This design comes from an exercise in tuning for small area, a short achievable clock period and few clock cycles on the open sky130 flow, not from production work.
At most, simulation tests tie the RTL to the original design; equivalence was not proved.
For run 6, only the layout was checked, not whether the RTL still works.
Power and IR drop assume default switching activity.

`design.v`:
```
`timescale 1ns/1ps
`default_nettype none
module ex_decode (
    input  wire logic [6:0] i_opcode,
    input  wire logic [2:0] i_funct3,
    input  wire logic       i_funct7_b5,
    output logic            o_is_op,
    output logic            o_is_opimm,
    output logic            o_is_lui,
    output logic            o_is_auipc,
    output logic            o_is_jal,
    output logic            o_is_jalr,
    output logic            o_is_br,      
    output logic            o_illegal,
    output logic            o_a_rs1,      
    output logic            o_a_pc,       
    output logic            o_b_rs2,      
    output logic            o_sub         
);
    logic br_opc;
    assign o_is_op    = (i_opcode == 7'b0110011);
    assign o_is_opimm = (i_opcode == 7'b0010011);
    assign o_is_lui   = (i_opcode == 7'b0110111);
    assign o_is_auipc = (i_opcode == 7'b0010111);
    assign o_is_jal   = (i_opcode == 7'b1101111);
    assign o_is_jalr  = (i_opcode == 7'b1100111);
    assign br_opc     = (i_opcode == 7'b1100011);
    assign o_is_br    = br_opc && (i_funct3[2:1] != 2'b01);
    assign o_illegal  = !(o_is_op || o_is_opimm || o_is_lui || o_is_auipc ||
                          o_is_jal || o_is_jalr || o_is_br);
    assign o_a_rs1   = !i_opcode[3] && (i_opcode[2] == i_opcode[6]);
    assign o_a_pc    = ((i_opcode[2] != i_opcode[6]) || i_opcode[3]) &&
                       !(i_opcode[5] && !i_opcode[6]);
    assign o_b_rs2   = i_opcode[5] && !i_opcode[6] && !i_opcode[2];
    assign o_sub     = !i_opcode[6] && !i_opcode[2] &&
                       ((i_opcode[5] && i_funct7_b5 && (i_funct3 == 3'b000)) ||
                        (i_funct3[2:1] == 2'b01));
endmodule
`default_nettype wire
`timescale 1ns/1ps
`default_nettype none
module ex_alu (
    input  wire logic             i_a_rs1,
    input  wire logic             i_a_pc,
    input  wire logic             i_b_rs2,
    input  wire logic             i_sub,
    input  wire logic [2:0]       i_funct3,
    input  wire logic             i_funct7_b5,
    input  wire logic [32-1:0] i_rs1_val,
    input  wire logic [32-1:0] i_rs2_val,
    input  wire logic [32-1:0] i_pc,
    input  wire logic [32-1:0] i_imm,
    input  wire logic [32-1:0] i_pred_addr,
    output logic [32-1:0]      o_sum,       
    output logic [32-1:0]      o_p,         
    output logic [32-1:0]      o_g,         
    output logic                  o_sum_ne,    
    output logic [32-1:0]      o_shr,       
    output logic                  o_slt,       
    output logic                  o_br_cond    
);
    logic [32-1:0] a;
    logic [32-1:0] b;
    logic [32-1:0] ne_bits;
    logic             cout;
    logic             geu;
    logic             ltu;
    logic             lt;
    logic             eq;
    logic             left;
    logic [32-1:0] sh_in;
    logic             fill;
    assign a = ({32{i_a_rs1}} & i_rs1_val) | ({32{i_a_pc}} & i_pc);
    assign b = i_b_rs2 ? i_rs2_val : i_imm;
    ex_add u_add (
        .i_a  (a),
        .i_b  (i_sub ? ~b : b),
        .i_cin(i_sub),
        .o_p  (o_p),
        .o_g  (o_g),
        .o_sum(o_sum),
        .o_cout(cout)
    );
    assign o_slt = i_funct3[0] ? !cout : (!cout ^ a[32-1] ^ b[32-1]);
    always_comb begin
        ne_bits[0] = o_p[0] ^ i_pred_addr[0];
        for (int i = 1; i < 32; i++)
            ne_bits[i] = o_p[i] ^ i_pred_addr[i] ^ (o_g[i-1] || (o_p[i-1] && !i_pred_addr[i-1]));
    end
    assign o_sum_ne = |ne_bits;
    ex_cmp u_cmp (
        .i_x  (i_rs1_val),
        .i_y  (i_rs2_val),
        .o_geu(geu),
        .o_eq (eq)
    );
    assign ltu = !geu;
    assign lt  = ltu ^ i_rs1_val[32-1] ^ i_rs2_val[32-1];
    always_comb begin
        case (i_funct3[2:1])
            2'b00:   o_br_cond = eq ^ i_funct3[0];
            2'b10:   o_br_cond = lt ^ i_funct3[0];
            default: o_br_cond = ltu ^ i_funct3[0];
        endcase
    end
    always_comb begin
        left = !i_funct3[2];
        for (int i = 0; i < 32; i++)
            sh_in[i] = left ? i_rs1_val[32-1-i] : i_rs1_val[i];
    end
    assign fill = i_funct7_b5 && i_rs1_val[32-1] && !left;
    ex_shr u_shr (
        .i_val  (sh_in),
        .i_shamt(b[5-1:0]),
        .i_fill (fill),
        .o_val  (o_shr)
    );
endmodule
module ex_add (
    input  wire logic [32-1:0] i_a,
    input  wire logic [32-1:0] i_b,
    input  wire logic             i_cin,
    output logic [32-1:0]      o_p,       
    output logic [32-1:0]      o_g,       
    output logic [32-1:0]      o_sum,
    output logic                  o_cout
);
    localparam int L = 5;     
    logic [32-1:0] g [0:L];
    logic [32-1:0] t [0:L];
    always_comb begin
        o_p  = i_a ^ i_b;
        o_g  = i_a & i_b;
        g[0] = o_g;
        t[0] = o_p;
        g[0][0] = o_g[0] | (o_p[0] & i_cin);
        for (int l = 0; l < L; l++) begin
            for (int i = 0; i < 32; i++) begin
                if (i[l]) begin
                    g[l+1][i] = g[l][i] | (t[l][i] & g[l][((i >> l) << l) - 1]);
                    t[l+1][i] = t[l][i] & t[l][((i >> l) << l) - 1];
                end else begin
                    g[l+1][i] = g[l][i];
                    t[l+1][i] = t[l][i];
                end
            end
        end
        o_sum  = o_p ^ {g[L][32-2:0], i_cin};
        o_cout = g[L][32-1];
    end
endmodule
module ex_cmp (
    input  wire logic [32-1:0] i_x,
    input  wire logic [32-1:0] i_y,
    output logic                  o_geu,
    output logic                  o_eq
);
    localparam int L = 5;     
    logic [32-1:0] gt [0:L];
    logic [32-1:0] e  [0:L];
    always_comb begin
        gt[0] = i_x & ~i_y;
        e[0]  = ~(i_x ^ i_y);
        for (int l = 0; l < L; l++) begin
            for (int i = 0; i < (32 >> (l + 1)); i++) begin
                gt[l+1][i] = gt[l][2*i+1] | (e[l][2*i+1] & gt[l][2*i]);
                e[l+1][i]  = e[l][2*i+1] & e[l][2*i];
            end
            for (int i = (32 >> (l + 1)); i < 32; i++) begin
                gt[l+1][i] = 1'b0;
                e[l+1][i]  = 1'b0;
            end
        end
        o_geu = gt[L][0] | e[L][0];
        o_eq  = e[L][0];
    end
endmodule
module ex_shr (
    input  wire logic [32-1:0]    i_val,
    input  wire logic [5-1:0] i_shamt,
    input  wire logic                i_fill,
    output logic [32-1:0]         o_val
);
    logic [2*32-1:0] ext;
    assign ext   = {{32{i_fill}}, i_val};
    assign o_val = ext[i_shamt +: 32];
endmodule
`default_nettype wire
`timescale 1ns/1ps
`default_nettype none
module ex_branch (
    input  wire logic             i_taken,
    input  wire logic [32-1:0] i_target,     
    input  wire logic             i_target_ne,  
    input  wire logic [32-1:0] i_pc,
    input  wire logic [32-1:0] i_pred_addr,
    output logic [32-1:0]      o_pc_plus4,
    output logic [32-1:0]      o_next_pc,
    output logic                  o_mispredict
);
    localparam int N = 32 - 2;
    localparam int L = 5;     
    logic [N-1:0] all [0:L];
    always_comb begin
        all[0] = i_pc[32-1:2];
        for (int l = 0; l < L; l++)
            for (int i = 0; i < N; i++)
                all[l+1][i] = (i[l] && ((i >> l) << l) >= 1) ?
                              all[l][i] & all[l][((i >> l) << l) - 1] : all[l][i];
        o_pc_plus4 = {i_pc[32-1:2] ^ {all[L][N-2:0], 1'b1}, i_pc[1:0]};
    end
    assign o_next_pc    = i_taken ? i_target : o_pc_plus4;
    assign o_mispredict = i_taken ? i_target_ne : (o_pc_plus4 != i_pred_addr);
endmodule
`default_nettype wire
`timescale 1ns/1ps
`default_nettype none
module ex_result (
    input  wire logic             i_clk,
    input  wire logic             i_resetn,
    input  wire logic             i_req,
    input  wire logic [32-1:0] i_result,
    input  wire logic             i_rd_we,
    input  wire logic             i_illegal,
    input  wire logic [32-1:0] i_next_pc,
    input  wire logic             i_mispredict,
    output logic                  o_ack,
    output logic [32-1:0]      o_result,
    output logic                  o_rd_we,
    output logic [32-1:0]      o_next_pc,
    output logic                  o_mispredict,
    output logic                  o_illegal
);
    logic             ack_q;
    logic [32-1:0] result_q;
    logic             rd_we_q;
    logic [32-1:0] next_pc_q;
    logic             mispredict_q;
    logic             illegal_q;
    always_ff @(posedge i_clk) begin
        if (!i_resetn) ack_q <= 1'b0;
        else           ack_q <= i_req;
    end
    always_ff @(posedge i_clk) begin
        if (!ack_q) begin
            result_q     <= i_result;
            rd_we_q      <= i_rd_we;
            next_pc_q    <= i_next_pc;
            mispredict_q <= i_mispredict;
            illegal_q    <= i_illegal;
        end
    end
    assign o_ack        = ack_q;
    assign o_result     = result_q;
    assign o_rd_we      = rd_we_q;
    assign o_next_pc    = next_pc_q;
    assign o_mispredict = mispredict_q;
    assign o_illegal    = illegal_q;
endmodule
`default_nettype wire
`timescale 1ns/1ps
`default_nettype none
module ex_unit (
    input  wire logic             i_clk,
    input  wire logic             i_resetn,
    input  wire logic             i_req,
    input  wire logic [6:0]       i_opcode,
    input  wire logic [2:0]       i_funct3,
    input  wire logic             i_funct7_b5,
    input  wire logic [32-1:0] i_rs1_val,
    input  wire logic [32-1:0] i_rs2_val,
    input  wire logic [32-1:0] i_pc,
    input  wire logic [32-1:0] i_imm,
    input  wire logic [32-1:0] i_pred_addr,
    output wire logic             o_ack,
    output wire logic [32-1:0] o_result,
    output wire logic             o_rd_we,
    output wire logic [32-1:0] o_next_pc,
    output wire logic             o_mispredict,
    output wire logic             o_illegal
);
    logic             is_op;
    logic             is_opimm;
    logic             is_lui;
    logic             is_auipc;
    logic             is_jal;
    logic             is_jalr;
    logic             is_br;
    logic             illegal;
    logic             a_rs1;
    logic             a_pc;
    logic             b_rs2;
    logic             sub;
    logic [32-1:0] sum;
    logic             sum_ne;
    logic [32-1:0] shr;
    logic [32-1:0] p;
    logic [32-1:0] g;
    logic             cond;
    logic             slt;
    logic             taken;
    logic [32-1:0] pc_plus4;
    logic [32-1:0] next_pc;
    logic             mispredict;
    logic             alu;
    logic             sel_sum;
    logic             sel_sll;
    logic             sel_srl;
    logic             sel_p;
    logic             sel_g;
    logic             sel_slt;
    logic [32-1:0] result;
    ex_decode u_decode (
        .i_opcode   (i_opcode),
        .i_funct3   (i_funct3),
        .i_funct7_b5(i_funct7_b5),
        .o_is_op    (is_op),
        .o_is_opimm (is_opimm),
        .o_is_lui   (is_lui),
        .o_is_auipc (is_auipc),
        .o_is_jal   (is_jal),
        .o_is_jalr  (is_jalr),
        .o_is_br    (is_br),
        .o_illegal  (illegal),
        .o_a_rs1    (a_rs1),
        .o_a_pc     (a_pc),
        .o_b_rs2    (b_rs2),
        .o_sub      (sub)
    );
    ex_alu u_alu (
        .i_a_rs1    (a_rs1),
        .i_a_pc     (a_pc),
        .i_b_rs2    (b_rs2),
        .i_sub      (sub),
        .i_funct3   (i_funct3),
        .i_funct7_b5(i_funct7_b5),
        .i_rs1_val  (i_rs1_val),
        .i_rs2_val  (i_rs2_val),
        .i_pc       (i_pc),
        .i_imm      (i_imm),
        .i_pred_addr(i_pred_addr),
        .o_sum      (sum),
        .o_p        (p),
        .o_g        (g),
        .o_sum_ne   (sum_ne),
        .o_shr      (shr),
        .o_slt      (slt),
        .o_br_cond  (cond)
    );
    assign taken = is_jal || is_jalr || (is_br && cond);
    ex_branch u_branch (
        .i_taken     (taken),
        .i_target    (sum),
        .i_target_ne (sum_ne),
        .i_pc        (i_pc),
        .i_pred_addr (i_pred_addr),
        .o_pc_plus4  (pc_plus4),
        .o_next_pc   (next_pc),
        .o_mispredict(mispredict)
    );
    assign alu       = is_op || is_opimm;
    assign sel_sum   = (alu && i_funct3 == 3'b000) || is_auipc || is_lui;
    assign sel_sll   = alu && i_funct3 == 3'b001;
    assign sel_srl   = alu && i_funct3 == 3'b101;
    assign sel_p     = alu && i_funct3[2] && !i_funct3[0];
    assign sel_g     = alu && i_funct3[2] && i_funct3[1];
    assign sel_slt   = alu && i_funct3[2:1] == 2'b01;
    always_comb begin
        for (int i = 0; i < 32; i++)
            result[i] = (sel_sum   && sum[i])            ||
                        (sel_sll   && shr[32-1-i])    ||
                        (sel_srl   && shr[i])            ||
                        (sel_p     && p[i])              ||
                        (sel_g     && g[i])              ||
                        ((is_jal || is_jalr) && pc_plus4[i]);
        result[0] = result[0] || (sel_slt && slt) || (is_br && cond);
    end
    ex_result u_result (
        .i_clk       (i_clk),
        .i_resetn    (i_resetn),
        .i_req       (i_req),
        .i_result    (result),
        .i_rd_we     (!illegal && !is_br),
        .i_illegal   (illegal),
        .i_next_pc   (next_pc),
        .i_mispredict(mispredict),
        .o_ack       (o_ack),
        .o_result    (o_result),
        .o_rd_we     (o_rd_we),
        .o_next_pc   (o_next_pc),
        .o_mispredict(o_mispredict),
        .o_illegal   (o_illegal)
    );
endmodule
`default_nettype wire
```
`flow/run.sh`:
```
#!/bin/bash
# The standard layout in two calls:
#  - up to clock tree synthesis, timing repair aims for 2.6 ns of setup
#    slack (SETUP_SLACK_MARGIN), which sets how hard the placement-stage
#    repairs size and buffer the logic;
#  - the rest (global route, detailed route, finish) repairs only real
#    violations, so the routed-stage repair adds no cells to chase the
#    margin again.
# The port buffers are the smallest buffer cell (sky130_fd_sc_hd__buf_1)
# instead of the one buffer_ports picks by itself; every input and output
# port still gets its buffer. Each call's full output goes to its own log.
set -euo pipefail
export BUFFER_PORTS_ARGS="-buffer_cell sky130_fd_sc_hd__buf_1"
bash standard.sh SETUP_SLACK_MARGIN=2.6 cts > standard_to_cts.log 2>&1
bash standard.sh SETUP_SLACK_MARGIN=0 finish > standard_finish.log 2>&1
```
`standard.sh`:
```
#!/bin/bash
# synth_recipe.tcl (not shown) runs the flow's synth.tcl, then flattens the netlist and writes it again
# the make line also repeats each setting of config.mk as NAME=value (left out here)
make -C /OpenROAD-flow-scripts/flow DESIGN_CONFIG=/design/flow/config.mk WORK_HOME=/design/flow/orfs CLKGATE_MAP_FILE= SYNTH_SCRIPT=/design/flow/synth_recipe.tcl "${@:-finish}"
```
`config.mk`:
```
export PLATFORM = sky130hd
export DESIGN_NAME = ex_unit
export DESIGN_NICKNAME = ex_unit
export VERILOG_FILES = /design/flow/design.v
export SDC_FILE = /design/flow/constraint.sdc
export NUM_CORES = 4
export LEC_CHECK = 0
export ABC_AREA = 1
export CAP_MARGIN = 20
export CORE_MARGIN = 2
export CORE_UTILIZATION = 45
export SLEW_MARGIN = 20
```
`constraint.sdc`:
```
create_clock -name core_clock -period 7.0 [get_ports {i_clk}]
set_input_delay 1.4000 -clock core_clock [delete_from_list [all_inputs] [get_ports {i_clk}]]
set_output_delay 1.4000 -clock core_clock [all_outputs]
set_load 0.01 [all_outputs]
```
==> impl_results.md, run 1 <==
- Number of routed nets with antenna violations: 0
- Total core area: approximately 25000 um2
- Max_cap viols: 0
- YS warnings: 11
- Syn nets: between 2000 and 2500
- Largest net degree at the start of global routing: between 60 and 70
- Ranking of synthesized cells by area: edfxtp_1, nand2_1, nand3_1, inv_1, ha_1
- Skew-Pair Late Insertion Delay: between 0.3 and 0.4 ns
- Period utilisation layout: between 60 and 70%
- Top-area cell type share of the netlist area: approximately 17%
- Drt wl/cell: around 23 um
- Worst path most repeated cell: xor2_1
- Routed wire length: about 54 mm
- Vias in the first global route: 12990
- Nature of the critical path endpoint: register
- Initial DRC count: ~2200
- Synth area leader: edfxtp_1
- FF+latch count, synth: approximately 70
- Die X: between 150 and 200 um
- # rows: a little under 60
- Min-delay worst type: reg2reg
- CTS Root Cell: clkbuf_16
- Setup TNS: 0 ns
- Critical path required time: 7.06 ns
- Vias: roughly 14000
- Post-DP HPWL: 44.64 mm
- Clk slew on worst S/H paths: about 0.060 ns
- Tot Pwr: 2.190 mW
- Die H: 164.8 um
- Post-synthesis cell type count: 57
- Gr ovfl total: 0
- Primary FF master, synth: edfxtp_1
- Leakage dissipation: approximately 6.5 nW
- IO Port Bufs: 241
- Worst-case clock buffer depth: 2
- WP data arrival: between 4 and 5 ns
- Total track usage: approximately two fifths
- CP max stage cell: fa_1
- DRC: 0
- Worst Skew: between 0.008 and 0.009 ns
- Post-synthesis average cell area: around 6.4 um2
- Critical path class: in2reg
- First-pass iteration count of the detailed router: 7
- RSZ-0062 raised after global routing: false
- Antenna violations before repair: 0
- CP bufs+invs: 5
- Status: timing/DRC/antenna clean
- Number of CTS-inserted buffers: 9
- Critical path peak fanout: 6
- Nets@finish: roughly 2400
- Max VDD drop: approximately 0.00015 V
- Fin. Hold Viols: 0
- Sink Count: 68
- Largest delay share family, worst path: compound AO/OA/AOI/OAI gates
- Async S/R FF share, synth: 0%
- Antenna cells: 0
- Via density: roughly 5.9
- FMAX: ~220 MHz
- Fin. max-slew vios: 0
- Mapped Area: roughly 12000 um2
- Placer congestion estimate: ~1.0
- Setup Viol. Count Final: 0
- Synth Instances: approximately 1800
- Die area: around 27000 um2
- Synthesis-to-finish area growth: 23.71%
- Worst slew margin: around 29%
- Crit path cell chain: buf_2, inv_2, nand3_4, nor3_4, o21ai_4, buf_12, buf_8, xor2_1, ha_1, buf_4, a31oi_1, o21ai_2, fa_1, xor2_1, o2bb2ai_1, a221oi_2, nand3_1
- Period minus WS final: 4.504 ns
- H-tree Lvls: 3
- Startpoint types: input pin
- First-pass GRT wire length: around 79 mm
- Worst-Margin Slew: between 1 and 1.5 ns
- Slowest stage delay, CP: 0.40 ns
- Sequential area share after synthesis: between 10% and 20%
- Power Density: between 150 and 200 nW/um2
- Number of synthesized flops with an enable pin: 67
- Initial core utilization: a little under half
- Ratio of cells with drive above 1 in the final layout: between 10% and 20%
- # IOs: ~240
- CTS tree: done
## through the flow
stage	hold slack [ns]	util [%]	instance area (um2)	std cells	setup slack (ns)
after global placement	1.001	50.79	12830	2335	1.237
after detailed placement	1.005	50.81	12830	2335	1.181
after CTS	1.028	56.98	14390	2419	2.614
after floorplan	1.493	-	11840	1828	2.214
final	1.010	57.00	14400	2419	2.496
after global routing	1.097	57.00	14400	2419	2.307
## registers in the layout, indices dropped and copies added, names as in the netlist
signal	count
u_result.rd_we_q	1
u_result.mispredict_q	1
u_result.illegal_q	1
u_result.ack_q	1
u_result.result_q	32
u_result.next_pc_q	32
## layout by cell type, fill, tap and decap left out, drive strengths merged, types with 5 or more instances in the layout
master and instances:
nor4 5, edfxtp 67, nand3 207, xnor2 7
fa 36, o22ai 37, a21oi 52, inv 262
o221ai 8, ha 70, or2 34, o211ai 26
nand2 497, buf 316, o21ai 194, a221oi 18
clkbuf 11, xor2 55, and2 12, nor3 17
nand4 35, nor2 86
## final cells by class
cell class                      instances  area (um2)
Tap cell                              330       412.9
Fill cell                            2637       10860
Multi-Input combinational cell       1424        8881
Clock buffer                           10       239.0
Inverter                              260       988.4
Clock inverter                          6       70.07
Sequential cell                        68        2032
Timing Repair Buffer                  321        1772
## synthesized netlist by cell type, types with 3 or more instances
master	n
or2_1	23
o21ai_2	8
nor2_2	4
a21oi_1	52
fa_1	36
nand2_2	8
o21bai_1	3
mux2i_1	4
o22ai_1	37
o21a_1	3
clkbuf_1	37
nand4_1	34
ha_1	70
or2_2	7
a31oi_1	3
buf_4	10
nand3_1	204
nor2_1	79
nand2_1	487
xor2_1	55
xnor2_1	7
o21ai_1	51
nand3b_1	3
buf_2	28
o21ai_0	135
a221oi_1	18
inv_2	9
nor4_1	4
buf_6	3
and2_0	3
o221ai_1	8
o211ai_1	25
inv_1	251
and2_1	9
edfxtp_1	67
nor3_1	15
a22o_1	3
## report_power, final
part / switching [mW] / internal [mW] / total (mW)
registers: 0.00654 / 0.471 / 0.478
logic: 0.800 / 0.449 / 1.25
clock network: 0.175 / 0.288 / 0.464
## repair_timing
item / CTS / global route
buffers inserted: 60 / 0
setup endpoints to repair: 60 / 0
resized for setup: 120 / 0
hold buffers: 0 / 0
## tightest hold or removal path, delay by kind of cell, from the launching register on
family | cells | cell delay [ns]
buf+inv | 2 | 0.40
flops | 1 | 0.34
## logic make-up after synthesis
family | share of synthesized area (%)
AO/OA/AOI/OAI | 17.92
XOR/XNOR | 4.667
adder cells (fa/ha/maj) | 13.72
buffers and inverters | 11.80
flip-flops | 17.46
multiplexers | 0.3441
AND/OR/NAND/NOR | 34.09
## routing by layer
layer | GRT usage [%] | routed length [um] | up-vias
met5 | 0 | 0 | -
met3 | 4.721 | 5862 | 134
met4 | 19.60 | 3120 | 0
met1 | 56.49 | 22820 | 6472
met2 | 60.59 | 22630 | 947
li1 | - | - | 6619
## path summary, 6_finish.rpt
| check | from | to | slack [ns] | cells after the start |
|---|---|---|---|---|
| worst max-delay path | i_funct3[1] | u_result.result_q[9]$_DFFE_PN_ | 2.50 | 17 |
| worst max register to register | u_result.ack_q$_SDFF_PN0_ | u_result.next_pc_q[3]$_DFFE_PN_ | 5.59 | 2 |
| worst min-delay path | u_result.ack_q$_SDFF_PN0_ | u_result.result_q[25]$_DFFE_PN_ | 1.01 | 2 |
| worst min register to register | u_result.ack_q$_SDFF_PN0_ | u_result.result_q[25]$_DFFE_PN_ | 1.01 | 2 |
Testbench counts, summed over its fixed seeds: cycles 48,000.
==> run 2, diff against run 1 <==
==> flow/run.sh (replaced) <==
#!/bin/bash
# The standard layout (standard.sh) in two calls, with three changes:
#  - synthesis and repair leave out the full- and half-adder cells
#    (sky130_fd_sc_hd__fa_*, ha_*), added to the platform's own
#    DONT_USE_CELLS, so the adders map to plain gates, which are faster
#    here than the slow adder cells;
#  - up to clock tree synthesis, timing repair aims for 3.0 ns of setup
#    slack (SETUP_SLACK_MARGIN); the rest (global route, detailed route,
#    finish) repairs only real violations, so the routed-stage repair
#    adds no cells to chase the margin again;
#  - the port buffers are the smallest buffer cell (sky130_fd_sc_hd__buf_1)
#    instead of the one buffer_ports picks by itself; every input and
#    output port still gets its buffer.
# Each call's full output goes to its own log in this folder.
set -euo pipefail
platform_dont_use=$(sed -n '/^export DONT_USE_CELLS/,/^#/p' \
    "$FLOW_HOME/platforms/$FLOW_PLATFORM/config.mk" | grep -o 'sky130_fd_sc_hd__[a-z0-9_]*' | tr '\n' ' ')
adders="sky130_fd_sc_hd__fa_1 sky130_fd_sc_hd__fa_2 sky130_fd_sc_hd__fa_4"
adders="$adders sky130_fd_sc_hd__ha_1 sky130_fd_sc_hd__ha_2 sky130_fd_sc_hd__ha_4"
dont_use="DONT_USE_CELLS=$platform_dont_use $adders"
echo "$dont_use" > dont_use_cells.txt
export BUFFER_PORTS_ARGS="-buffer_cell sky130_fd_sc_hd__buf_1"
bash standard.sh "$dont_use" SETUP_SLACK_MARGIN=3.0 cts > standard_to_cts.log 2>&1
bash standard.sh "$dont_use" SETUP_SLACK_MARGIN=0 finish > standard_finish.log 2>&1
--- a/config.mk
+++ b/config.mk
@@ -8,5 +8,5 @@
 export ABC_AREA = 1
 export CAP_MARGIN = 20
 export CORE_MARGIN = 2
-export CORE_UTILIZATION = 45
+export CORE_UTILIZATION = 50
 export SLEW_MARGIN = 20
==> run 2 against run 1 <==
Still clean. Sequential cell count did not move. Core utilization rose by 2.4 points. Sequential share of layout area rose by 0.54 points. Final cell count rose by 9.7%. Die area fell by 8.3%. Synthesized area rose by 1.6%. Sequential power barely moved. Design area fell by 3.7%. Clock power rose by about 20%. Clock skew fell by 0.00082 ns. Register-to-register slack got worse by 0.05 ns.
==> impl_results.md, run 2 <==
- Die H: 157.8 um (-4.3%)
- Syn nets: 2287 (+8.5%)
- Antenna violations before repair: 0 (unchanged)
- Top-area cell type share of the netlist area: 22.82% (+5.5 points)
- Number of routed nets with antenna violations: 0 (unchanged)
- Startpoint types: input pin
- DRC: 0 (unchanged)
- Ranking of synthesized cells by area: nand2_1, edfxtp_1, inv_1, o21ai_0, nand3_1
- Synth area leader: nand2_1
- Skew-Pair Late Insertion Delay: 0.35 ns (+0.02 ns)
- Hold buffers post-CTS: 0 (unchanged)
- Setup Viol. Count Final: 0 (unchanged)
- Fin. Hold Viols: 0 (unchanged)
- CTS Root Cell: clkbuf_16
- Post-route cell area: 13860 um2 (-3.7%)
- Worst-Margin Slew: 0.9748 ns (-0.08915 ns)
- FMAX: 237.4 MHz (+6.9%)
- RSZ-0062 raised after global routing: false
- Max_cap viols: 0 (unchanged)
- Initial core utilization: 50.69% (+4.6 points)
- Critical path peak fanout: 56 (+50)
- Number of fillers in the final layout: 2429 (-7.9%)
- Nets@finish: 2504 (+5.9%)
- Drt wl/cell: 19.94 um (-11%)
- Sink Count: 68 (unchanged)
- IO Port Bufs: 241 (unchanged)
- CP max stage cell: o21ai_1
- Async S/R FF share, synth: 0% (unchanged)
- Mapped Area: 11830 um2 (+1.6%)
- Largest delay share family, worst path: simple AND/OR/NAND/NOR gates
- Most common cell after layout, fill and taps aside: nand2_1
- Routed wire length: 52.91 mm (-2.8%)
- Setup TNS: 0 ns (unchanged)
- Post-DP Area: 12880 um2 (+0.35%)
- Gr ovfl total: 0 (unchanged)
- Tot Pwr: 2.148 mW (-1.9%)
- Post-DP HPWL: 41.02 mm (-8.1%)
- Total core area: 23330 um2 (-7.6%)
- Synth Instances: 2113 (+16%)
- First-pass iteration count of the detailed router: 6 (-1)
- # IOs: 242 (unchanged)
- Period minus WS final: 4.213 ns (-0.2912 ns)
- Worst Skew: 0.008105 ns (-0.0008237 ns)
- Final std cells w/o fill: 2654 (+9.7%)
- Critical path required time: 7.13 ns (+0.07 ns)
- Synthesis-to-finish area growth: 17.19%
- CP bufs+invs: 4 (-1)
- Clk slew on worst S/H paths: 0.06 ns (about the same)
- CTS tree: done
- Min-delay worst type: reg2reg
- Most instantiated cells after synthesis: nand2_1, inv_1, o21ai_0, nor2_1, nand3_1
- Vias in the first global route: 13980 (+7.6%)
- Post-synthesis cell type count: 54 (-5.3%)
- Post-synthesis average cell area: 5.598 um2 (-12%)
- H-tree Lvls: 3 (unchanged)
- Worst-case clock buffer depth: 2 (unchanged)
- Leakage dissipation: 6.834 nW (+4.9%)
- Fin. max-slew vios: 0 (unchanged)
- Power Density: 155.0 nW/um2 (+1.9%)
- Min Hold Slack: 1.037 ns (+0.02770 ns)
- Ratio of cells with drive above 1 in the final layout: 7.537% (-3.6 points)
- Placed cells: 2615 (+12%)
- Commonest cells after routing, fill and taps aside: nand2_1, inv_1, buf_1, o21ai_0, nor2_1
- Worst path most repeated cell: nand2_1
- Period utilisation layout: 60.18% (-4.2 points)
- Number of synthesized flops with an enable pin: 67 (unchanged)
- Primary FF master, synth: edfxtp_1
- Crit path cell chain: buf_1, inv_1, nand2_1, nand3_1, nor2_2, nand4_1, nor2_1, nand2_1, nand2_1, nor2_1, nand3_1, nand2_1, nand2_1, nand3_1, nand3_1, buf_4, nand2_1, buf_12, o21ai_1
- Worst slew margin: 34.19% (+5.4 points)
- WP data arrival: 4.34 ns (-0.22 ns)
- Status: timing/DRC/antenna clean
- Most instantiated library cell after synthesis: nand2_1
- Placer congestion estimate: 1.078 (+3.1%)
- Number of CTS-inserted buffers: 9 (unchanged)
- Critical path class: in2reg
- Die area: 24900 um2 (-8.3%)
- Largest regs: u_result.next_pc_q x32, u_result.result_q x32
- Vias: 15410 (+8.7%)
- Via density: 5.807 (-0.88%)
- Largest net degree at the start of global routing: 68 (unchanged)
- Die X: 157.8 um (-4.3%)
- Max VDD drop: 0.0001173 V (-24%)
- Total track usage: 42.17% (+2.1 points)
- First-pass GRT wire length: 79.41 mm (+0.19%)
- Nature of the critical path endpoint: register
- Antenna cells: 0 (unchanged)
- YS warnings: 11 (unchanged)
- Initial DRC count: 1838 (-16%)
- Sequential area share after synthesis: 17.18% (-0.28 points)
- Slowest stage delay, CP: 0.34 ns (-0.06 ns)
- FF+latch count, synth: 68 (unchanged)
- # rows: 56 (-3.4%)
-- run 2: changes by cell type after synthesis, moves of 36 or more --
cell / delta
o21ai_0: +60
nand3_1: -74
nor2_1: +93
nand2_1: +232
ha_1: -70
fa_1: -36
-- run 2: logic make-up after synthesis --
family	synth area share (%)
and+or+nand+nor	39.24
buffers and inverters	12.86
xor gates and xnor gates	8.072
muxes	1.185
DFF	17.18
AOI/OAI and AO/OA	21.46
-- run 2: power by group --
part	switching, mW	total, mW	internal [mW]
logic	0.781	1.12	0.337
registers	0.00518	0.475	0.470
clock network	0.204	0.555	0.351
-- run 2: final timing paths --
| path | from | end | slack, ns | depth (start not counted) |
|---|---|---|---|---|
| max reg2reg | u_result.ack_q$_SDFF_PN0_ | u_result.result_q[26]$_DFFE_PN_ | 5.54 | 2 |
| min | u_result.ack_q$_SDFF_PN0_ | u_result.next_pc_q[19]$_DFFE_PN_ | 1.04 | 2 |
| max | i_rs1_val[27] | u_result.next_pc_q[6]$_DFFE_PN_ | 2.79 | 19 |
| min reg2reg | u_result.ack_q$_SDFF_PN0_ | u_result.next_pc_q[19]$_DFFE_PN_ | 1.04 | 2 |
-- run 2: layout make-up --
| type | instances | area [um2] | area share [%] |
|---|---|---|---|
| well taps | 319 | 399.1 | 2.880 |
| repair buffers | 274 | 1314 | 9.478 |
| clock inverters | 7 | 123.9 | 0.8937 |
| clock buffers | 9 | 225.2 | 1.625 |
| repair inverters | 1 | 5.005 | 0.03611 |
| flip-flops and latches | 68 | 2032 | 14.66 |
| inverters | 300 | 1160 | 8.368 |
| multi-input cells | 1676 | 8602 | 62.06 |
-- run 2: worst reg2reg max path, stage by stage, from the launching register on --
cell	delay, ns
dfxtp_1	0.31
inv_2	0.04
buf_4	0.69
-- run 2: metal layers --
metal | routed length (um) | track usage [%] | up-vias
met5 | 0 | 0 | -
met4 | 2697 | 20.69 | 0
met3 | 7021 | 11.22 | 164
met2 | 21970 | 62.77 | 1038
met1 | 21220 | 56.20 | 6896
li1 | - | - | 7314
-- run 2: stage by stage --
step                setup slack [ns]  utilization, %
floorplan                      3.398               -
global placement               1.471           55.19
detailed placement             1.413           55.19
CTS                            3.001           59.38
global route                   2.585           59.41
finish                         2.787           59.41
-- run 2: what timing repair did --
item	CTS	global route
resized for setup	92	0
setup endpoints to repair	65	0
buffers inserted	16	0
==> run 3, diff against run 2 <==
--- a/config.mk
+++ b/config.mk
@@ -8,5 +8,5 @@
 export ABC_AREA = 1
 export CAP_MARGIN = 20
 export CORE_MARGIN = 2
-export CORE_UTILIZATION = 50
+export CORE_UTILIZATION = 45
 export SLEW_MARGIN = 20
==> run 3 against run 2 <==
Clock skew is 0.0017 ns higher. Fmax is 0.31% higher. Final cell count is 0.72% higher. Core utilization is 5.7 points lower. Critical path type unchanged. Register-to-register slack worse by 0.04 ns. Still clean on timing, DRC and antenna. Synthesized area stayed put.
==> impl_results.md, run 3 <==
- Most instantiated cells after synthesis: nand2_1, inv_1, o21ai_0, nor2_1, nand3_1
- Total track usage: 39.40% (-2.8 points)
- Via density: 5.797 (-0.18%)
- Synth Instances: 2113 (unchanged)
- Sequential area share after synthesis: 17.18% (unchanged)
- Clk slew on worst S/H paths: 0.07 ns (about the same)
- Multi-input gate area: 8678 um2 (+0.89%)
- Setup TNS: 0 ns (unchanged)
- Max VDD drop: 0.0001250 V (+6.6%)
- Commonest cells after routing, fill and taps aside: nand2_1, inv_1, buf_1, o21ai_0, nor2_1
- Antenna violations before repair: 1 (+1)
- Ranking of synthesized cells by area: nand2_1, edfxtp_1, inv_1, o21ai_0, nand3_1
- Number of fillers in the final layout: 2794 (+15%)
- Total core area: 25910 um2 (+11%)
- Worst-case clock buffer depth: 2 (unchanged)
- YS warnings: 11 (unchanged)
- Startpoint types: input pin
- # IOs: 242 (unchanged)
- Setup Viol. Count Final: 0 (unchanged)
- R2R Path Start: u_result.ack_q$_SDFF_PN0_
- IO Port Bufs: 241 (unchanged)
- Crit path launch: i_rs1_val[30]
- Largest delay share family, worst path: simple AND/OR/NAND/NOR gates
- Leakage dissipation: 6.845 nW (+0.16%)
- Die area: 27600 um2 (+11%)
- Ratio of cells with drive above 1 in the final layout: 7.571% (+0.033 points)
- Post-DP HPWL: 43.34 mm (+5.7%)
- Crit path cell chain: buf_1, inv_1, nor2_1, nor2_1, nand2_1, nor2_1, nand3_1, a21oi_1, nor2_1, nand2_1, nor2_1, nand3_1, nand2_1, nand2_1, nand3_1, nand3_4, nand2_8, buf_12, o21ai_0
- Most common cell after layout, fill and taps aside: nand2_1
- Vias: 15500 (+0.54%)
- RSZ-0062 raised after global routing: false
- Gr ovfl total: 0 (unchanged)
- Skew-Pair Late Insertion Delay: 0.36 ns (about the same)
- Drt wl/cell: 21.00 um (+5.4%)
- Worst path most repeated cell: nor2_1
- Synthesis-to-finish area growth: 17.74%
- Power Density: 151.1 nW/um2 (-2.5%)
- CP max stage cell: a21oi_1
- Synth area leader: nand2_1
- Number of routed nets with antenna violations: 0 (unchanged)
- Period utilisation layout: 59.99% (-0.18 points)
- Initial core utilization: 45.65% (-5.0 points)
- Fin. max-slew vios: 0 (unchanged)
- Initial DRC count: 2234 (+22%)
- Most instantiated library cell after synthesis: nand2_1
- First-pass GRT wire length: 83.21 mm (+4.8%)
- Final WS setup: 2.800 ns (+0.01294 ns)
- FF+latch count, synth: 68 (unchanged)
- H-tree Lvls: 3 (unchanged)
- CTS tree: done
- Die H: 166.1 um (+5.3%)
- Placed cells: 2632 (+0.65%)
- Critical path class: in2reg
- Nature of the critical path endpoint: register
- Async S/R FF share, synth: 0% (unchanged)
- Final std cells w/o fill: 2673 (+0.72%)
- Min-delay worst type: reg2reg
- Routed wire length: 56.14 mm (+6.1%)
- CP bufs+invs: 3 (-1)
- Placer congestion estimate: 1.009 (-6.4%)
- Post-synthesis cell type count: 54 (unchanged)
- Nets@finish: 2507 (+0.12%)
- WP data arrival: 4.31 ns (-0.03 ns)
- Die X: 166.1 um (+5.3%)
- Reg2reg path depth: 2 (unchanged)
- Sink Count: 68 (unchanged)
- Number of CTS-inserted buffers: 9 (unchanged)
- First-pass iteration count of the detailed router: 8 (+2)
- Critical path peak fanout: 15 (-73%)
- FMAX: 238.1 MHz (+0.31%)
- # rows: 59 (+5.4%)
- Primary FF master, synth: edfxtp_1
- Post-synthesis average cell area: 5.598 um2 (unchanged)
- Hold_sp: u_result.ack_q$_SDFF_PN0_
- Largest net degree at the start of global routing: 68 (unchanged)
- Syn nets: 2287 (unchanged)
- Mapped Area: 11830 um2 (unchanged)
- WP depth: 19 (unchanged)
- Sequential Area: 2032 um2 (unchanged)
- Setup WS pre-CTS: 1.439 ns (+0.02597 ns)
- Max_cap viols: 0 (unchanged)
- Status: timing/DRC/antenna clean
- Vias in the first global route: 13920 (-0.41%)
- Fin. Hold Viols: 0 (unchanged)
- Worst slew margin: 22.21% (-12 points)
- Hold depth: 2 (unchanged)
- Top-area cell type share of the netlist area: 22.82% (unchanged)
- DRC: 0 (unchanged)
- Worst-Margin Slew: 1.160 ns (+0.1856 ns)
- Period minus WS final: 4.200 ns (-0.01294 ns)
- Critical path required time: 7.11 ns (-0.02 ns)
- Largest regs: u_result.next_pc_q x32, u_result.result_q x32
- Antenna cells: 0 (unchanged)
- Number of synthesized flops with an enable pin: 67 (unchanged)
- Slowest stage delay, CP: 0.42 ns (+0.08 ns)
- CTS Root Cell: clkbuf_16
- Worst Skew: 0.009780 ns (+0.001674 ns)
[run 3: cell count changes in the layout (fill, tap and decap cells not counted), moves of 4 or more]
cell | previous run | this run
nand2_8 | 6 | 11
o21ai_0 | 191 | 187
o21ai_1 | 24 | 31
o21ai_2 | 19 | 14
[run 3: final timing paths]
kind / slack, ns / end
setup / recovery: 2.80 / u_result.next_pc_q[6]$_DFFE_PN_
hold / removal: 1.05 / u_result.next_pc_q[14]$_DFFE_PN_
setup reg to reg: 5.50 / u_result.result_q[3]$_DFFE_PN_
hold reg to reg: 1.05 / u_result.next_pc_q[14]$_DFFE_PN_
[run 3: area by class of cell]
cell class / count / share of cell area (%)
Tap cell: 335 / 3.010
Timing Repair inverter: 1 / 0.03594
Inverter: 300 / 8.257
Sequential cell: 68 / 14.59
Multi-Input combinational cell: 1678 / 62.32
Timing Repair Buffer: 275 / 9.614
Clock inverter: 6 / 0.4582
Clock buffer: 10 / 1.716
[run 3: repair_timing]
action                     in CTS  in global routing
hold buffers                    0                  0
buffers inserted               15                  0
resized for setup              91                  0
setup endpoints to repair      65                  0
[run 3: cell families (layout without fill, tap and decap cells)]
kind of cell    Yosys count  after routing  synth area share (%)
flops                    68             68                 17.18
mux                      14             14                 1.185
xor+xnor                105            105                 8.072
simple gates           1121           1128                 39.24
buf+inv                 374            592                 12.86
compound gates          431            431                 21.46
[run 3: metrics by stage]
| step | total power [mW] | hold WS [ns] | cell area, um2 | util, % |
|---|---|---|---|---|
| after CTS | 2.067 | 1.069 | 13930 | 53.74 |
| after global routing | 2.216 | 1.104 | 13930 | 53.74 |
| after global placement | 1.491 | 1.030 | 12910 | 49.81 |
| after detailed placement | 1.496 | 1.060 | 12910 | 49.81 |
| final | 2.104 | 1.049 | 13930 | 53.74 |
| after floorplan | 1.180 | 1.493 | 11830 | - |
[run 3: routing by layer]
metal / track usage (%) / part of all wire, % / wire length (um) / up-vias
met5: 0 / 0.028 / 16 / -
met4: 18.11 / 4.9 / 2734 / 2
met3: 7.674 / 11 / 6340 / 131
met2: 58.06 / 41 / 23270 / 961
met1: 55.47 / 42 / 23780 / 7069
li1: - / - / - / 7332
[run 3: worst min-delay path: cells and delay by family, from the launching register on]
family	cells	cell delay (ns)
buffers and inverters	2	0.42
DFF	1	0.34
[run 3: power breakdown]
part	switching, mW	internal (mW)	leakage (nW)
logic	0.800	0.340	5.95
registers	0.00524	0.470	0.751
clock network	0.202	0.285	0.144
==> run 4, diff against run 3 <==
--- a/design.v
+++ b/design.v
@@ -61,6 +61,7 @@
 );
     logic [32-1:0] a;
     logic [32-1:0] b;
+    logic [32-1:0] b_add;
     logic [32-1:0] ne_bits;
     logic             cout;
     logic             geu;
@@ -72,9 +73,11 @@
     logic             fill;
     assign a = ({32{i_a_rs1}} & i_rs1_val) | ({32{i_a_pc}} & i_pc);
     assign b = i_b_rs2 ? i_rs2_val : i_imm;
+    assign b_add = ({32{i_b_rs2 && !i_sub}}  & i_rs2_val) | ({32{i_b_rs2 && i_sub}}  & ~i_rs2_val) |
+                   ({32{!i_b_rs2 && !i_sub}} & i_imm)     | ({32{!i_b_rs2 && i_sub}} & ~i_imm);
     ex_add u_add (
         .i_a  (a),
-        .i_b  (i_sub ? ~b : b),
+        .i_b  (b_add),
         .i_cin(i_sub),
         .o_p  (o_p),
         .o_g  (o_g),
==> run 4 against run 3 <==
Still clean on timing, DRC and antenna. Count of clock-buffer cells in the layout shrank 1. Register-to-register slack gained 0.04 ns. Via count shrank 5.2%. Critical path depth shrank 3. Clock power shrank 1%. First-iteration DRC count shrank 24%. Clock skew grew 0.0038 ns. Global-route usage grew 0.30 points.
==> impl_results.md, run 4 <==
- Status: timing/DRC/antenna clean
- Internal: 1.110 mW (+1.3%)
- Startpoint types: input pin
- Ratio of cells with drive above 1 in the final layout: 10.49% (+2.9 points)
- Most instantiated cells after synthesis: nand2_1, inv_1, o21ai_0, nor2_1, nand3_1
- Vias in the first global route: 13520 (-2.9%)
- Number of CTS-inserted buffers: 9 (unchanged)
- Synth Instances: 1955 (-7.5%)
- FMAX: 238.3 MHz (about the same)
- Placer congestion estimate: 1.025 (+1.6%)
- Via density: 5.812 (+0.26%)
- FF+latch count, synth: 68 (unchanged)
- Initial DRC count: 1702 (-24%)
- DRC: 0 (unchanged)
- Largest regs: u_result.next_pc_q x32, u_result.result_q x32
- Max VDD drop: 0.0001084 V (-13%)
- RSZ-0062 raised after global routing: false
- Sequential share of power: 23.0% (+0.4 points)
- Total track usage: 39.70% (+0.30 points)
- Nets@finish: 2372 (-5.4%)
- H-tree Lvls: 3 (unchanged)
- Max_cap viols: 0 (unchanged)
- Commonest cells after routing, fill and taps aside: nand2_1, inv_1, buf_1, o21ai_0, nor2_1
- Period minus WS final: 4.197 ns (-0.002900 ns)
- Syn nets: 2129 (-6.9%)
- Die H: 162.0 um (-2.5%)
- Post-DP HPWL: 40.10 mm (-7.5%)
- Placed cells: 2464 (-6.4%)
- Drt wl/cell: 20.92 um (-0.40%)
- Critical path class: in2reg
- Sink Count: 68 (unchanged)
- Die X: 162.0 um (-2.5%)
- Async S/R FF share, synth: 0% (unchanged)
- Skew-Pair Late Insertion Delay: 0.35 ns (about the same)
- Setup TNS: 0 ns (unchanged)
- Top-area cell type share of the netlist area: 20.42% (-2.4 points)
- Most instantiated library cell after synthesis: nand2_1
- Number of synthesized flops with an enable pin: 67 (unchanged)
- Combinational power share: 53.7% (-0.5 points)
- Clk slew on worst S/H paths: 0.07 ns (about the same)
- Min-delay worst type: reg2reg
- Period utilisation layout: 59.95% (about the same)
- First-pass iteration count of the detailed router: 9 (+1)
- WP data arrival: 4.29 ns (-0.02 ns)
- First-pass GRT wire length: 78.64 mm (-5.5%)
- CTS tree: done
- Worst-Margin Slew: 0.9726 ns (-0.1879 ns)
- Initial core utilization: 46.05% (+0.40 points)
- # IOs: 242 (unchanged)
- Nature of the critical path endpoint: register
- Post-layout util: 56.17% (+2.4 points)
- Reg2reg end: u_result.next_pc_q[0]$_DFFE_PN_
- Vias: 14690 (-5.2%)
- Synth area leader: nand2_1
- Leakage dissipation: 6.486 nW (-5.3%)
- CTS Root Cell: clkbuf_16
- Net Sw Frac: 46.32% (-1.6 points)
- R2R Path Start: u_result.ack_q$_SDFF_PN0_
- Crit path launch: i_opcode[6]
- # rows: 57 (-3.4%)
- Primary FF master, synth: edfxtp_1
- Number of routed nets with antenna violations: 0 (unchanged)
- Worst-case clock buffer depth: 2 (unchanged)
- Critical path required time: 7.10 ns (about the same)
- Final std cells w/o fill: 2528 (-5.4%)
- Antenna violations before repair: 0 (-1)
- Ranking of synthesized cells by area: nand2_1, edfxtp_1, inv_1, o21ai_0, xor2_1
- Die area: 26240 um2 (-4.9%)
- Hold_sp: u_result.ack_q$_SDFF_PN0_
- Fin. max-slew vios: 0 (unchanged)
- Clock power share: 23.4% (+0.2 points)
- Largest net degree at the start of global routing: 68 (unchanged)
- Most common cell after layout, fill and taps aside: nand2_1
- Worst slew margin: 35.09% (+13 points)
- Min Hold Slack: 1.035 ns (-0.01368 ns)
- Tot Pwr: 2.067 mW (-1.7%)
- Critical path peak fanout: 11 (-4)
- Power Density: 150.9 nW/um2 (-0.12%)
- Worst Skew: 0.01363 ns (+0.003848 ns)
- Routed wire length: 52.88 mm (-5.8%)
- Total core area: 24390 um2 (-5.9%)
- IO Port Bufs: 241 (unchanged)
- Post-synthesis cell type count: 54 (unchanged)
- Gr ovfl total: 0 (unchanged)
- Switching pwr: 957.5 uW (-5.0%)
- Mapped Area: 11230 um2 (-5.0%)
- Hold buffers post-CTS: 0 (unchanged)
- YS warnings: 11 (unchanged)
- Sequential area share after synthesis: 18.09% (+0.91 points)
- Crit path to: u_result.result_q[15]$_DFFE_PN_
- Post-synthesis average cell area: 5.745 um2 (+2.6%)
- Synthesis-to-finish area growth: 21.98%
- Fin. Hold Viols: 0 (unchanged)
- Reg2reg path depth: 2 (unchanged)
- Setup Viol. Count Final: 0 (unchanged)
- Number of fillers in the final layout: 2596 (-7.1%)
- R2R setup slack: 5.54 ns (+0.04 ns)
-- run 4: cell count changes in the layout (fill, tap and decap cells not counted), sizes merged, moves of 17 or more --
cell / change
xor2: +32
or2: +27
nand3: -17
o21ai: -26
buf: +20
nand2: -121
inv: -32
-- run 4: what timing repair did --
action                     in CTS  in global routing
setup buffers                  35                  0
setup endpoints to repair      63                  0
gates resized for setup       139                  0
-- run 4: how the worst min path moves through the flow --
stage,endpoint,cells after the start
after floorplan,u_result.ack_q$_SDFF_PN0_,2
after global placement,u_result.mispredict_q$_DFFE_PN_,2
after detailed placement,u_result.next_pc_q[21]$_DFFE_PN_,2
after CTS,u_result.next_pc_q[21]$_DFFE_PN_,2
after global routing,u_result.result_q[21]$_DFFE_PN_,2
final,u_result.next_pc_q[22]$_DFFE_PN_,2
-- run 4: critical path, stage by stage --
cell and delay, ns:
buf_4 0.14, inv_2 0.07, nand2_4 0.08, nor2_4 0.14, buf_4 0.17, or2_1 0.25
o21ai_4 0.13, buf_4 0.19, o21ai_0 0.31, o21ai_0 0.21, nand2_1 0.09, o21ai_0 0.14
o21ai_0 0.54, o22ai_1 0.15, a211oi_1 0.20, nand2_1 0.07
-- run 4: area by class of cell --
type	instances	area [um2]	share of cell area, %
clock inverter	7	75.07	0.5479
inverter	264	1003	7.324
tap	324	405.4	2.959
antenna	1	2.502	0.01826
timing repair buffer	296	1551	11.32
sequential	68	2032	14.83
clock buffer	9	225.2	1.644
multi-input combinational	1559	8406	61.35
-- run 4: logic make-up (layout without fill, tap and decap cells) --
| group | Yosys count | after routing | synth area share [%] |
|---|---|---|---|
| flops | 68 | 68 | 18.09 |
| mux | 5 | 5 | 0.4456 |
| buf+inv | 335 | 576 | 11.69 |
| other cells | 0 | 1 | 0 |
| simple gates | 1004 | 1009 | 37.94 |
| xor+xnor | 132 | 132 | 10.49 |
| compound gates | 411 | 413 | 21.34 |
-- run 4: metal layers --
layer  share of wire, %  global-route usage, %  vias to the layer above
met2                 41                  58.92                     1009
met5                  0                      0                        -
li1                   -                      -                     6913
met4                6.2                  21.84                        0
met3                 12                  7.584                      175
met1                 41                  54.22                     6596
-- run 4: through the flow --
step	setup WS, ns	cell area (um2)
4_1_cts	2.953	13680
5_1_grt	2.592	13700
3_5_place_dp	1.538	12360
6_report	2.803	13700
3_3_place_gp	1.660	12360
2_1_floorplan	3.131	11230
-- run 4: power groups by stage --
stage	clock [mW]	sequential, mW	combinational [mW]
after detailed placement	0	0.484	0.962
after floorplan	0	0.495	0.666
after global placement	0	0.483	0.956
final	0.483	0.474	1.11
after global routing	0.506	0.476	1.21
after CTS	0.486	0.475	1.08
Testbench counts of run 4, summed over its fixed seeds: cycles 48,000.
==> run 5, diff against run 4 <==
--- a/flow/run.sh
+++ b/flow/run.sh
@@ -4,7 +4,7 @@
 #    (sky130_fd_sc_hd__fa_*, ha_*), added to the platform's own
 #    DONT_USE_CELLS, so the adders map to plain gates, which are faster
 #    here than the slow adder cells;
-#  - up to clock tree synthesis, timing repair aims for 3.0 ns of setup
+#  - up to clock tree synthesis, timing repair aims for 2.8 ns of setup
 #    slack (SETUP_SLACK_MARGIN); the rest (global route, detailed route,
 #    finish) repairs only real violations, so the routed-stage repair
 #    adds no cells to chase the margin again;
@@ -20,5 +20,5 @@
 dont_use="DONT_USE_CELLS=$platform_dont_use $adders"
 echo "$dont_use" > dont_use_cells.txt
 export BUFFER_PORTS_ARGS="-buffer_cell sky130_fd_sc_hd__buf_1"
-bash standard.sh "$dont_use" SETUP_SLACK_MARGIN=3.0 cts > standard_to_cts.log 2>&1
+bash standard.sh "$dont_use" SETUP_SLACK_MARGIN=2.8 cts > standard_to_cts.log 2>&1
 bash standard.sh "$dont_use" SETUP_SLACK_MARGIN=0 finish > standard_finish.log 2>&1
==> run 5 against run 4 <==
First-iteration DRC count shrank 8.3%. Total power down 4.3%. Setup slack lost 0.24 ns. Synthesized cell count unchanged. Sequential cell count did not move. Register-to-register slack barely moved.
==> impl_results.md, run 5 <==
- Status: timing/DRC/antenna clean
- Total core area: 24390 um2 (unchanged)
- Power Density: 152.7 nW/um2 (+1.2%)
- DRC: 0 (unchanged)
- Ranking of synthesized cells by area: nand2_1, edfxtp_1, inv_1, o21ai_0, xor2_1
- Die H: 162.0 um (unchanged)
- Post-layout util: 53.11% (-3.1 points)
- Worst-case clock buffer depth: 2 (unchanged)
- Die area: 26240 um2 (unchanged)
- Switching pwr: 918.7 uW (-4.0%)
- Vias in the first global route: 12990 (-3.9%)
- Sequential area share after synthesis: 18.09% (unchanged)
- Post-DP HPWL: 40.10 mm (unchanged)
- # IOs: 242 (unchanged)
- WP data arrival: 4.56 ns (+0.27 ns)
- Routed wire length: 50.81 mm (-3.9%)
- YS warnings: 11 (unchanged)
- CTS tree: done
- Synth area leader: nand2_1
- Post-synthesis cell type count: 54 (unchanged)
- Synthesis-to-finish area growth: 15.34%
- Max_cap viols: 0 (unchanged)
- Async S/R FF share, synth: 0% (unchanged)
- Number of routed nets with antenna violations: 0 (unchanged)
- Setup WS pre-CTS: 1.538 ns (unchanged)
- Clock power share: 24.4% (+1.0 points)
- Tot Pwr: 1.979 mW (-4.3%)
- Top-area cell type share of the netlist area: 20.42% (unchanged)
- Critical path class: in2reg
- FMAX: 225.2 MHz (-5.5%)
- Sink Count: 68 (unchanged)
- Antenna cells: 0 (-1)
- Fin. Hold Viols: 0 (unchanged)
- Drt wl/cell: 20.40 um (-2.5%)
- Fin. max-slew vios: 0 (unchanged)
- Syn nets: 2129 (unchanged)
- Post-route cell area: 12950 um2 (-5.4%)
- Worst slew margin: 35.46% (+0.37 points)
- Antenna violations before repair: 0 (unchanged)
- First-pass GRT wire length: 75.46 mm (-4.0%)
- Via density: 5.740 (-1.2%)
- # rows: 57 (unchanged)
- Setup TNS: 0 ns (unchanged)
- Min Hold Slack: 1.035 ns (-0.00002000 ns)
- Leakage dissipation: 6.179 nW (-4.7%)
- Clk slew on worst S/H paths: 0.07 ns (about the same)
- Net Sw Frac: 46.43% (+0.11 points)
- Critical path peak fanout: 6 (-5)
- RSZ-0062 raised after global routing: false
- Sequential share of power: 24.0% (+1.0 points)
- Worst-Margin Slew: 0.9670 ns (-0.005622 ns)
- Gr ovfl total: 0 (unchanged)
- Placed cells: 2464 (unchanged)
- Period minus WS final: 4.441 ns (+0.2440 ns)
- Commonest cells after routing, fill and taps aside: nand2_1, inv_1, buf_1, o21ai_0, nor2_1
- Initial DRC count: 1560 (-8.3%)
- Number of CTS-inserted buffers: 9 (unchanged)
- Largest regs: u_result.next_pc_q x32, u_result.result_q x32
- H-tree Lvls: 3 (unchanged)
- Initial core utilization: 46.05% (unchanged)
- Number of synthesized flops with an enable pin: 67 (unchanged)
- Skew-Pair Late Insertion Delay: 0.35 ns (about the same)
- Final std cells w/o fill: 2491 (-1.5%)
- FF+latch count, synth: 68 (unchanged)
- Ratio of cells with drive above 1 in the final layout: 6.691% (-3.8 points)
- Most common cell after layout, fill and taps aside: nand2_1
- Most instantiated library cell after synthesis: nand2_1
- Internal: 1.060 mW (-4.5%)
- Vias: 14300 (-2.7%)
- Nets@finish: 2336 (-1.5%)
- Worst Skew: 0.01234 ns (-0.001291 ns)
- CTS Root Cell: clkbuf_16
- Most instantiated cells after synthesis: nand2_1, inv_1, o21ai_0, nor2_1, nand3_1
- IO Port Bufs: 241 (unchanged)
- Nature of the critical path endpoint: register
- Setup Viol. Count Final: 0 (unchanged)
- Post-DP Area: 12360 um2 (unchanged)
- Largest net degree at the start of global routing: 68 (unchanged)
- Startpoint types: input pin
- First-pass iteration count of the detailed router: 6 (-3)
- Combinational power share: 51.6% (-2.1 points)
- Min-delay worst type: reg2reg
- Mapped Area: 11230 um2 (unchanged)
- Placer congestion estimate: 1.025 (unchanged)
- Period utilisation layout: 63.44% (+3.5 points)
- Final WS setup: 2.559 ns (-0.2440 ns)
- Max VDD drop: 0.0001063 V (-1.9%)
- Post-synthesis average cell area: 5.745 um2 (unchanged)
- Synth Instances: 1955 (unchanged)
- Critical path required time: 7.11 ns (about the same)
- Primary FF master, synth: edfxtp_1
- Total track usage: 38.00% (-1.7 points)
- Die X: 162.0 um (unchanged)
[run 5: power by group through the flow]
stage | clock (mW) | sequential [mW] | combinational (mW)
detailed placement | 0 | 0.484 | 0.962
finish | 0.484 | 0.474 | 1.02
global placement | 0 | 0.483 | 0.956
CTS | 0.486 | 0.475 | 0.992
floorplan | 0 | 0.495 | 0.666
global route | 0.506 | 0.476 | 1.12
[run 5: area by class of cell]
cell class | count | area [um2]
clock buffers | 9 | 225.2
clock inverters | 7 | 75.07
fillers | 2674 | 11440
inverters | 264 | 993.5
multi-input cells | 1556 | 8102
flip-flops and latches | 68 | 2032
well taps | 324 | 405.4
repair buffers | 263 | 1122
[run 5: worst max-delay path, stage by stage]
cell,delay (ns)
buf_1,0.23
nand2_2,0.17
nor2_4,0.13
buf_4,0.17
nand3_1,0.12
nor3_1,0.33
nand4_1,0.26
nor4_1,0.36
nand4_1,0.25
nand2_1,0.15
nand2_1,0.10
xor2_1,0.14
nand4_1,0.12
nor2_1,0.20
nand4_1,0.20
nand2_1,0.16
inv_1,0.05
[run 5: timing repair]
action	in CTS	in global routing
endpoints found under the setup margin	62	0
gates resized for setup	48	0
buffers inserted	6	0
hold buffers	0	0
[run 5: logic make-up (layout without fill, tap and decap cells)]
kind of cell	count (synthesis)	count (layout)	share of synthesized area, %
AND/OR/NAND/NOR	1004	1006	37.94
AO/OA/AOI/OAI	411	413	21.34
buffers and inverters	335	543	11.69
XOR/XNOR	132	132	10.49
flip-flops	68	68	18.09
multiplexers	5	5	0.4456
[run 5: routing by layer]
layer	track usage, %	vias up	part of all wire (%)
li1	-	6829	-
met4	19.19	0	5.5
met2	56.63	932	41
met3	6.027	140	11
met1	53.12	6398	42
met5	0	-	0
[run 5: worst paths after layout]
kind / from / end / slack [ns] / cells after the start
hold / removal: u_result.ack_q$_SDFF_PN0_ / u_result.next_pc_q[22]$_DFFE_PN_ / 1.04 / 2
setup reg to reg: u_result.ack_q$_SDFF_PN0_ / u_result.next_pc_q[0]$_DFFE_PN_ / 5.54 / 2
setup / recovery: i_pc[2] / u_result.mispredict_q$_DFFE_PN_ / 2.56 / 17
hold reg to reg: u_result.ack_q$_SDFF_PN0_ / u_result.next_pc_q[22]$_DFFE_PN_ / 1.04 / 2
==> run 6, diff against run 5 <==
--- a/design.v
+++ b/design.v
@@ -184,9 +184,15 @@
     input  wire logic                i_fill,
     output logic [32-1:0]         o_val
 );
-    logic [2*32-1:0] ext;
-    assign ext   = {{32{i_fill}}, i_val};
-    assign o_val = ext[i_shamt +: 32];
+    logic [32-1:0] st [0:5];
+    always_comb begin
+        st[0] = i_val;
+        for (int k = 0; k < 5; k++)
+            for (int i = 0; i < 32; i++)
+                st[k+1][i] = !i_shamt[k] ? st[k][i] :
+                             (i + (1 << k) < 32) ? st[k][i + (1 << k)] : i_fill;
+        o_val = st[5];
+    end
 endmodule
 `default_nettype wire
 `timescale 1ns/1ps
--- a/flow/run.sh
+++ b/flow/run.sh
@@ -4,7 +4,7 @@
 #    (sky130_fd_sc_hd__fa_*, ha_*), added to the platform's own
 #    DONT_USE_CELLS, so the adders map to plain gates, which are faster
 #    here than the slow adder cells;
-#  - up to clock tree synthesis, timing repair aims for 2.8 ns of setup
+#  - up to clock tree synthesis, timing repair aims for 3.0 ns of setup
 #    slack (SETUP_SLACK_MARGIN); the rest (global route, detailed route,
 #    finish) repairs only real violations, so the routed-stage repair
 #    adds no cells to chase the margin again;
@@ -20,5 +20,5 @@
 dont_use="DONT_USE_CELLS=$platform_dont_use $adders"
 echo "$dont_use" > dont_use_cells.txt
 export BUFFER_PORTS_ARGS="-buffer_cell sky130_fd_sc_hd__buf_1"
-bash standard.sh "$dont_use" SETUP_SLACK_MARGIN=2.8 cts > standard_to_cts.log 2>&1
+bash standard.sh "$dont_use" SETUP_SLACK_MARGIN=3.0 cts > standard_to_cts.log 2>&1
 bash standard.sh "$dont_use" SETUP_SLACK_MARGIN=0 finish > standard_finish.log 2>&1
==> run 6 against run 5 <==
Critical endpoint unchanged. Non-clock buffer count rose by 50. Core utilization rose by 4.2 points. Global-route usage grew 2.3 points. Largest cell class unchanged. Clock power up 8.5%. Design area rose by 7.7%. Highest routed layer is now met5. Still clean.
==> impl_results.md, run 6 <==
- Switching pwr: 983.9 uW (+7.1%)
- Critical path peak fanout: 6 (unchanged)
- H-tree Lvls: 3 (unchanged)
- Die area: 26070 um2 (-0.63%)
- Post-Synth Simple-Gate Area: 36.36% (-1.6 points)
- Setup WS pre-CTS: 1.581 ns (+0.04305 ns)
- CP max stage cell: nor3_1
- Largest net degree at the start of global routing: 70 (+2.9%)
- Gr ovfl total: 0 (unchanged)
- Commonest cells after routing, fill and taps aside: nand2_1, inv_1, buf_1, o21ai_0, nor2_1
- Placer congestion estimate: 1.067 (+4.2%)
- Critical path required time: 7.12 ns (about the same)
- Die H: 161.5 um (-0.31%)
- Worst path most repeated cell: nand2_1
- Worst-case clock buffer depth: 2 (unchanged)
- Drt wl/cell: 21.01 um (+3.0%)
- Sequential Area: 2032 um2 (unchanged)
- Via density: 5.771 (+0.54%)
- Slowest stage delay, CP: 0.25 ns (-0.11 ns)
- Die X: 161.5 um (-0.31%)
- Sequential area share after synthesis: 18.21% (+0.12 points)
- Synth area leader: nand2_1
- Sink Count: 68 (unchanged)
- Most instantiated library cell after synthesis: nand2_1
- Post-synthesis xor/xnor area fraction: 10.76% (+0.27 points)
- Max_cap viols: 0 (unchanged)
- Initial core utilization: 45.89% (-0.16 points)
- Post-DP HPWL: 39.68 mm (-1.1%)
- Routed wire length: 53.48 mm (+5.2%)
- Initial DRC count: 1902 (+22%)
- Worst-Margin Slew: 0.9684 ns (+0.001370 ns)
- Number of routed nets with antenna violations: 0 (unchanged)
- Largest regs: u_result.next_pc_q x32, u_result.result_q x32
- Worst slew margin: 35.44% (about the same)
- Period utilisation layout: 60.30% (-3.1 points)
- Min Hold Slack: 1.062 ns (+0.02646 ns)
- Sequential share of power: 22.2% (-1.8 points)
- CTS tree: done
- R2R Path Start: u_result.ack_q$_SDFF_PN0_
- Fin. max-slew vios: 0 (unchanged)
- Post-route cell area: 13950 um2 (+7.7%)
- Reg2reg path depth: 2 (unchanged)
- Critical path class: in2reg
- Status: timing/DRC/antenna clean
- IO Port Bufs: 241 (unchanged)
- Hold_sp: u_result.ack_q$_SDFF_PN0_
- R2R setup slack: 5.49 ns (-0.05 ns)
- Synthesis-to-finish area growth: 24.99%
- Vias: 14690 (+2.7%)
- Nets@finish: 2389 (+2.3%)
- Hold buffers post-CTS: 0 (unchanged)
- WP data arrival: 4.34 ns (-0.22 ns)
- Async S/R FF share, synth: 0% (unchanged)
- Antenna violations before repair: 3 (+3)
- Clk slew on worst S/H paths: 0.06 ns (about the same)
- Leakage dissipation: 6.667 nW (+7.9%)
- Worst Skew: 0.008816 ns (-0.003521 ns)
- Post-synthesis adder-cell area fraction: 0% (unchanged)
- Number of synthesized flops with an enable pin: 67 (unchanged)
- Fin. Hold Viols: 0 (unchanged)
- Synth Instances: 1953 (-0.10%)
- Synth Area in Compound Gates: 20.89% (-0.46 points)
- Internal: 1.156 mW (+9.1%)
- Hold path endpoint: u_result.next_pc_q[23]$_DFFE_PN_
- Vias in the first global route: 13710 (+5.5%)
- Clock power share: 24.5% (about the same)
- Final WS setup: 2.779 ns (+0.2196 ns)
- FF+latch count, synth: 68 (unchanged)
- Primary FF master, synth: edfxtp_1
- Main combinational cell family by area after synthesis: simple AND/OR/NAND/NOR gates
- Number of fillers in the final layout: 2596 (-2.9%)
- FMAX: 236.9 MHz (+5.2%)
- RSZ-0062 raised after global routing: false
- YS warnings: 13 (+2)
- Top-area cell type share of the netlist area: 20.52% (+0.099 points)
- Max VDD drop: 0.0001242 V (+17%)
- Tot Pwr: 2.140 mW (+8.2%)
- Ratio of cells with drive above 1 in the final layout: 11.94% (+5.2 points)
- Mapped Area: 11160 um2 (-0.65%)
- Number of CTS-inserted buffers: 9 (unchanged)
- Reg2reg end: u_result.next_pc_q[2]$_DFFE_PN_
- Total track usage: 40.31% (+2.3 points)
- Placed cells: 2464 (unchanged)
- Period minus WS final: 4.221 ns (-0.2196 ns)
- Post-synthesis cell type count: 57 (+5.6%)
- # IOs: 242 (unchanged)
- Power Density: 153.5 nW/um2 (+0.47%)
- Hold depth: 2 (unchanged)
- Most common cell after layout, fill and taps aside: nand2_1
- Ranking of synthesized cells by area: nand2_1, edfxtp_1, inv_1, o21ai_0, xor2_1
- Setup Viol. Count Final: 0 (unchanged)
- DRC: 0 (unchanged)
- Most instantiated cells after synthesis: nand2_1, inv_1, o21ai_0, nor2_1, xor2_1
- Mux contribution to synthesized area: 1.076% (+0.63 points)
- Multi-input gate area: 8404 um2 (+3.7%)
- Post-layout util: 57.35% (+4.2 points)
- Post-synthesis average cell area: 5.714 um2 (-0.54%)
- First-pass GRT wire length: 79.34 mm (+5.1%)
- Net Sw Frac: 45.97% (-0.46 points)
- Total core area: 24320 um2 (-0.29%)
- Post-DP Area: 12320 um2 (-0.32%)
- Setup TNS: 0 ns (unchanged)
- Startpoint types: input pin
- Combinational power share: 53.3% (+1.7 points)
- First-pass iteration count of the detailed router: 7 (+1)
- Min-delay worst type: reg2reg
- Syn nets: 2127 (-0.094%)
- Crit path cell chain: buf_2, nand2_2, nor2_4, nand4_1, nor2_1, nand2_1, nor2_2, nand4_1, nor3_1, inv_1, nor2_2, nand2_1, nor2_2, nand2_1, nand2_1, nand2_1, nand2_1, nand4_1, nor2_1, nand4_1, nand2_1, inv_1
- # rows: 57 (unchanged)
- Final std cells w/o fill: 2545 (+2.2%)
- Skew-Pair Late Insertion Delay: 0.35 ns (about the same)
- CTS Root Cell: clkbuf_16
- Nature of the critical path endpoint: register
-- run 6: cell families (layout without fill, tap and decap cells) --
group                     Yosys count  after routing
AOI/OAI and AO/OA                 406            408
xor gates and xnor gates          133            133
and+or+nand+nor                   972            979
other                               0              1
DFF                                68             68
muxes                              12             12
buffers and inverters             362            620
-- run 6: worst max path at each step --
stage,start,end,cells past startpoint
2_1_floorplan,i_funct3[2],u_result.result_q[17]$_DFFE_PN_,22
3_3_place_gp,i_opcode[2],u_result.result_q[30]$_DFFE_PN_,16
3_5_place_dp,i_opcode[6],u_result.next_pc_q[27]$_DFFE_PN_,24
4_1_cts,i_opcode[6],u_result.result_q[31]$_DFFE_PN_,22
5_1_grt,i_opcode[6],u_result.result_q[29]$_DFFE_PN_,21
6_report,i_pc[2],u_result.mispredict_q$_DFFE_PN_,22
-- run 6: power by group through the flow --
stage	Clock, mW	Combinational (mW)	Sequential (mW)
after floorplan	0	0.651	0.495
after global placement	0	0.940	0.484
after detailed placement	0	0.947	0.484
after CTS	0.530	1.10	0.475
after global routing	0.539	1.23	0.477
final	0.525	1.14	0.475
-- run 6: worst max-delay path, delay by kind of cell --
family | cells | cell delay, ns
buffers and inverters | 3 | 0.32
AND/OR/NAND/NOR | 19 | 2.60
-- run 6: final cells by class --
class	instances	share of cell area, %
diodes	1	0.01794
clock buffers	9	1.615
clock inverters	7	0.7086
inverters	287	7.894
multi-input cells	1532	60.25
flip-flops and latches	68	14.57
well taps	324	2.906
repair buffers	313	11.84
repair inverters	4	0.1973
-- run 6: repair_timing --
action,in CTS,in global routing
setup buffers,47,0
gates resized for setup,186,0
endpoints found under the setup margin,63,0
-- run 6: metal layers --
layer  routed length, um  track usage (%)  up-vias
met3                6560            8.192      193
met4                3486            22.77        4
met2               22280            61.25     1001
met5                  26                0        -
li1                    -                -     6912
met1               21120            53.31     6578

==> afterwards: timing with drivers on the ports <==
No port has a modelled driver above. Below, the same layouts with a new extraction and two added sets of constraints.
Step 1 sets driving cells, clkbuf_16 on the clock port and buf_2 on the other inputs (assumed; they add their load-dependent delay and slew).
Step 2 times the ports against the registers' clock, not the clock port: input delays grow and output delays shrink by t, the midpoint of the rising clock arrivals with the driver on.
Slacks: ideal ports / drivers / drivers and shift; pairs: ideal ports / drivers.
| run | t (ns) | setup slack, ns |
|---|---|---|
| run 1 | 0.365 | 2.496 / 2.513 / 2.148 |
| run 2 | 0.399 | 2.787 / 2.813 / 2.415 |
| run 3 | 0.404 | 2.800 / 2.833 / 2.429 |
| run 4 | 0.397 | 2.803 / 2.821 / 2.424 |
| run 5 | 0.397 | 2.559 / 2.586 / 2.189 |
| run 6 | 0.398 | 2.779 / 2.805 / 2.407 |
After both steps every run listed still meets setup and hold.
